This is an optimization exercise on Yosys and OpenROAD, whose aim is small area, a short achievable clock period and few clock cycles per item, not a production implementation. The RTL was checked by simulation tests, not by an equivalence proof against the original design. Power and IR drop assume default switching activity.

## binary_neighborhood_count_3x3
module binary_neighborhood_count_3x3 (
  input  logic        clk_i,
  input  logic        rst_ni,
  input  logic        in_valid_i,
  output logic        in_stall_o,
  input  logic        pixel_i,
  output logic        out_valid_o,
  input  logic        out_stall_i,
  output logic [3:0]  count_o,
  output logic [9:0]  row_o,
  output logic [9:0]  column_o,
  output logic        run_end_o,
  output logic        image_end_o,
  input  logic        cfg_valid_i,
  output logic        cfg_ready_o,
  input  logic [1:0]  cfg_index_i,
  input  logic [10:0] cfg_data_i
);
Size: about 3,600 cells after synthesis, roughly 2,300 flip-flops, about 48 I/O pins, roughly 0.056 sq mm of cells after synthesis.
Settings: LEC_CHECK=0, CAP_MARGIN=20, CORE_MARGIN=2, CORE_UTILIZATION=60, CTS_CLUSTER_DIAMETER=100, CTS_CLUSTER_SIZE=25, PLACE_DENSITY=0.7, SETUP_SLACK_MARGIN=5.0, SLEW_MARGIN=20, TNS_END_PERCENT=10; clock period 7.0 ns.
run.sh (not shown) runs the stock make flow with config.mk's settings and CLKGATE_MAP_FILE= SYNTH_SCRIPT=/design/flow/synth_recipe.tcl, a recipe that flattens the netlist after the stock synthesis.
The first run went through all stages and came out clean.
Testbench counts at the start, summed over its fixed seeds: cycles 279,125, items 253,450.
Change:
SETUP_SLACK_MARGIN = 4.2   (was 5.0)
Die area does not change. Setup slack degrades by 220 ps. Total power drops by a few percent. Count of clock-buffer cells in the layout drops by 5. Synthesized area does not change. Wire length drops by a few percent. Non-clock buffer count drops by 86. Final area drops by a few percent.

========
Another version of the RTL of binary_neighborhood_count_3x3 (not shown whole).
For scale: ~3,600 cells after synthesis, ~2,300 flip-flops, about 48 I/O pins, ~0.056 mm² of cells after synthesis.
export LEC_CHECK = 0
export CAP_MARGIN = 20
export CORE_MARGIN = 2
export CORE_UTILIZATION = 70
export CTS_CLUSTER_DIAMETER = 100
export CTS_CLUSTER_SIZE = 25
export PLACE_DENSITY = 0.8
export SETUP_SLACK_MARGIN = 4.8
export SLEW_MARGIN = 20
export TNS_END_PERCENT = 10
create_clock -name core_clock -period 7.0 [get_ports {clk_i}]
The first run completed without violations.
Testbench counts at the start, summed over its fixed seeds: cycles 279,125, items 253,450.
Next try:
--- a/flow/config.mk
+++ b/flow/config.mk
@@ -8,8 +8,8 @@
 export CAP_MARGIN = 20
 export CORE_MARGIN = 2
-export CORE_UTILIZATION = 70
+export CORE_UTILIZATION = 60
 export CTS_CLUSTER_DIAMETER = 100
 export CTS_CLUSTER_SIZE = 25
-export PLACE_DENSITY = 0.8
+export PLACE_DENSITY = 0.7
 export SETUP_SLACK_MARGIN = 4.8
 export SLEW_MARGIN = 20
Outcome: The changed run passed the timing, design-rule and antenna checks. Routed wire length is lower by 19%. Flip-flop and latch count does not change. Die area is higher by 16%. Final cell count is higher by 2.9%. Setup slack hardly moves. Power is lower by 2.5%. Critical path depth is lower by 5.

========
RTL: one of the versions met above, not the one the previous note started from.
For scale: ~3600 cells after synthesis, about 2300 flip-flops, about 48 I/O pins, about 56000 um2 of cells after synthesis.
Settings: LEC_CHECK=0, CAP_MARGIN=20, CORE_MARGIN=2, CORE_UTILIZATION=60, CTS_CLUSTER_DIAMETER=100, CTS_CLUSTER_SIZE=25, PLACE_DENSITY=0.7, SETUP_SLACK_MARGIN=4.4, SLEW_MARGIN=20, TNS_END_PERCENT=10; clock period 7.0 ns.
Testbench counts at the start, summed over its fixed seeds: cycles 279,125, items 253,450.
==> next run, changes <==
==> flow/flow/run.sh (new file) <==
#!/bin/bash
export BUFFER_PORTS_ARGS="-buffer_cell sky130_fd_sc_hd__buf_2"
bash standard.sh > standard.log 2>&1
==> flow/standard.sh (new file) <==
#!/bin/bash
# synth_recipe.tcl (not shown) runs the flow's synth.tcl, then flattens the netlist and writes it again
# the make line also repeats each setting of config.mk as NAME=value (left out here)
make -C /OpenROAD-flow-scripts/flow DESIGN_CONFIG=/design/flow/config.mk WORK_HOME=/design/flow/orfs CLKGATE_MAP_FILE= SYNTH_SCRIPT=/design/flow/synth_recipe.tcl "${@:-finish}"
Settings changed: SETUP_SLACK_MARGIN 4.4 to 4.8.
removed: flow/run.sh
Effect:
- The new run produced a clean layout
- non-clock buffer count rises by 32
- setup slack gains 0.12 ns
- hold slack is better by 0.0062 ns
==> next run, changes <==
==> flow/run.sh (new file) <==
#!/bin/bash
# synth_recipe.tcl (not shown) runs the flow's synth.tcl, then flattens the netlist and writes it again
# the make line also repeats each setting of config.mk as NAME=value (left out here)
make -C /OpenROAD-flow-scripts/flow DESIGN_CONFIG=/design/flow/config.mk WORK_HOME=/design/flow/orfs CLKGATE_MAP_FILE= SYNTH_SCRIPT=/design/flow/synth_recipe.tcl finish
removed: flow/flow/run.sh
removed: flow/standard.sh
What happened: The changed run passed the timing, design-rule and antenna checks; worst hold slack hardly moves; setup slack stays flat; clock power hardly moves; cell count goes up slightly; cell area came out higher slightly; routed wire length went down by a few percent.
==> next run, changes <==
==> flow/flow/run.sh (new file) <==
#!/bin/bash
export CTS_ARGS="-sink_clustering_enable -repair_clock_nets -sink_clustering_size 25 -sink_clustering_max_diameter 100 -dont_use_dummy_load"
export BUFFER_PORTS_ARGS="-buffer_cell sky130_fd_sc_hd__buf_2"
bash standard.sh > standard.log 2>&1
==> flow/standard.sh (new file) <==
#!/bin/bash
# synth_recipe.tcl (not shown) runs the flow's synth.tcl, then flattens the netlist and writes it again
# the make line also repeats each setting of config.mk as NAME=value (left out here)
make -C /OpenROAD-flow-scripts/flow DESIGN_CONFIG=/design/flow/config.mk WORK_HOME=/design/flow/orfs CLKGATE_MAP_FILE= SYNTH_SCRIPT=/design/flow/synth_recipe.tcl "${@:-finish}"
removed: flow/run.sh
What happened: Register-to-register slack hardly moves; power barely changes; worst hold slack got worse by 0.020 ns; final cell count shrinks slightly; final area shrinks slightly; area after synthesis is unchanged; clock power shrinks by a few percent; synthesized cell count stays the same; via count grows slightly; sequential power barely changes; sequential share of layout area grows by 0.48 points.

========
Another version of the RTL of binary_neighborhood_count_3x3 (not shown whole).
Size: about 3500 cells after synthesis, ~75000 um2 of cells after synthesis.
// binary_neighborhood_count_3x3
module binary_neighborhood_count_3x3 (
  input  logic        clk_i,
  input  logic        rst_ni,
  input  logic        in_valid_i,
  output logic        in_stall_o,
  input  logic        pixel_i,
  output logic        out_valid_o,
  input  logic        out_stall_i,
  output logic [3:0]  count_o,
  output logic [9:0]  row_o,
  output logic [9:0]  column_o,
  output logic        run_end_o,
  output logic        image_end_o,
  input  logic        cfg_valid_i,
  output logic        cfg_ready_o,
  input  logic [1:0]  cfg_index_i,
  input  logic [10:0] cfg_data_i
);
clock: 7.0 ns
lec_check: 0
cap_margin: 20
core_margin: 2
core_utilization: 60
cts_cluster_diameter: 100
cts_cluster_size: 30
place_density: 0.7
setup_slack_margin: 3.5
slew_margin: 20
tns_end_percent: 10
Stock flow here: none of the scripts above is used.
Testbench counts at the start, summed over its fixed seeds: cycles 271,126, items 253,450.
Rerun with:
Settings changed: CTS_CLUSTER_DIAMETER 100 to not set, CTS_CLUSTER_SIZE 30 to not set.
The changed run completed with no timing, DRC or antenna violations; count of clock-buffer cells in the layout came out higher by 152; register-to-register slack hardly moves; power came out higher by 16%; non-clock buffer count came out lower by 30; fmax barely changes.

========
Another version of the RTL of binary_neighborhood_count_3x3 (not shown whole).
For scale: ~3600 cells after synthesis, roughly 2300 flip-flops, ~48 I/O pins.
Settings: LEC_CHECK=0, CAP_MARGIN=20, CORE_MARGIN=2, CORE_UTILIZATION=60, CTS_CLUSTER_DIAMETER=100, CTS_CLUSTER_SIZE=30, PLACE_DENSITY=0.7, SETUP_SLACK_MARGIN=4.0, SLEW_MARGIN=20, TNS_END_PERCENT=10; clock period 7.0 ns.
Testbench counts at the start, summed over its fixed seeds: cycles 271,222, items 253,450.
Edit:
--- a/flow/config.mk
+++ b/flow/config.mk
@@ -13,3 +13,3 @@
 export PLACE_DENSITY = 0.7
-export SETUP_SLACK_MARGIN = 4.0
+export SETUP_SLACK_MARGIN = 4.5
 export SLEW_MARGIN = 20
Via count goes up by 2.7%. First-iteration DRC count increases by 3.9%. Die area stays the same. Global-route usage rose by 0.45 points. Wire length increases by 3.6%. Setup slack gets better by 250 ps.

## what the ideal ports hide
The results above use ideal ports. As a check the final layouts listed here were re-extracted and re-timed, cells and wires unchanged.
Step 1, drivers: a clkbuf_16 drives clk_i and a buf_2 each remaining input, both assumed.
Step 2 times the ports against the registers' clock, not the clock port: input delays grow and output delays shrink by t, the midpoint of the rising clock arrivals with the driver on.
Slacks: no drivers / after step 1 / after step 2; pairs: no drivers / after step 1.
| run | t (ns) | slack for setup (ns) | clock arrival spread, ns | worst slew at a driven data input, ns | cell pins on the clock port's net |
|---|---|---|---|---|---|
| the first run of note 1 | 0.752 | 4.269 / 4.201 / 3.717 | 0.035 / 0.035 | 0.15 | 1 |
| the second run of note 1 | 0.757 | 4.049 / 3.982 / 3.351 | 0.034 / 0.034 | 0.11 | 1 |
| the first run of note 2 | 0.758 | 4.219 / 4.150 / 3.503 | 0.035 / 0.035 | 0.04 | 1 |
| the second run of note 2 | 0.752 | 4.221 / 4.153 / 3.534 | 0.034 / 0.033 | 0.04 | 1 |
| the first run of note 3 | 0.738 | 4.149 / 4.087 / 3.567 | 0.034 / 0.035 | 0.11 | 1 |
| the second run of note 3 | 0.756 | 4.270 / 4.207 / 3.858 | 0.034 / 0.034 | 0.11 | 1 |
| the third run of note 3 | 0.754 | 4.269 / 4.201 / 3.724 | 0.035 / 0.035 | 0.11 | 1 |
| the fourth run of note 3 | 0.739 | 4.306 / 4.242 / 3.886 | 0.050 / 0.050 | 0.12 | 1 |
| the first run of note 4 | 0.784 | 3.353 / 3.353 / 2.985 | 0.038 / 0.038 | 0.04 | 1 |
| the second run of note 4 | 0.881 | 3.351 / 3.351 / 2.541 | 0.043 / 0.043 | 0.04 | 1 |
| the first run of note 5 | 0.782 | 3.976 / 3.902 / 3.441 | 0.041 / 0.041 | 0.03 | 1 |
| the second run of note 5 | 0.776 | 4.221 / 4.219 / 3.512 | 0.042 / 0.042 | 0.04 | 1 |
After both steps every run listed still meets setup and hold. For the second run of note 4, which loses most, drivers alone change the setup slack by 0.000 ns; drivers and shift together by -0.810 ns.
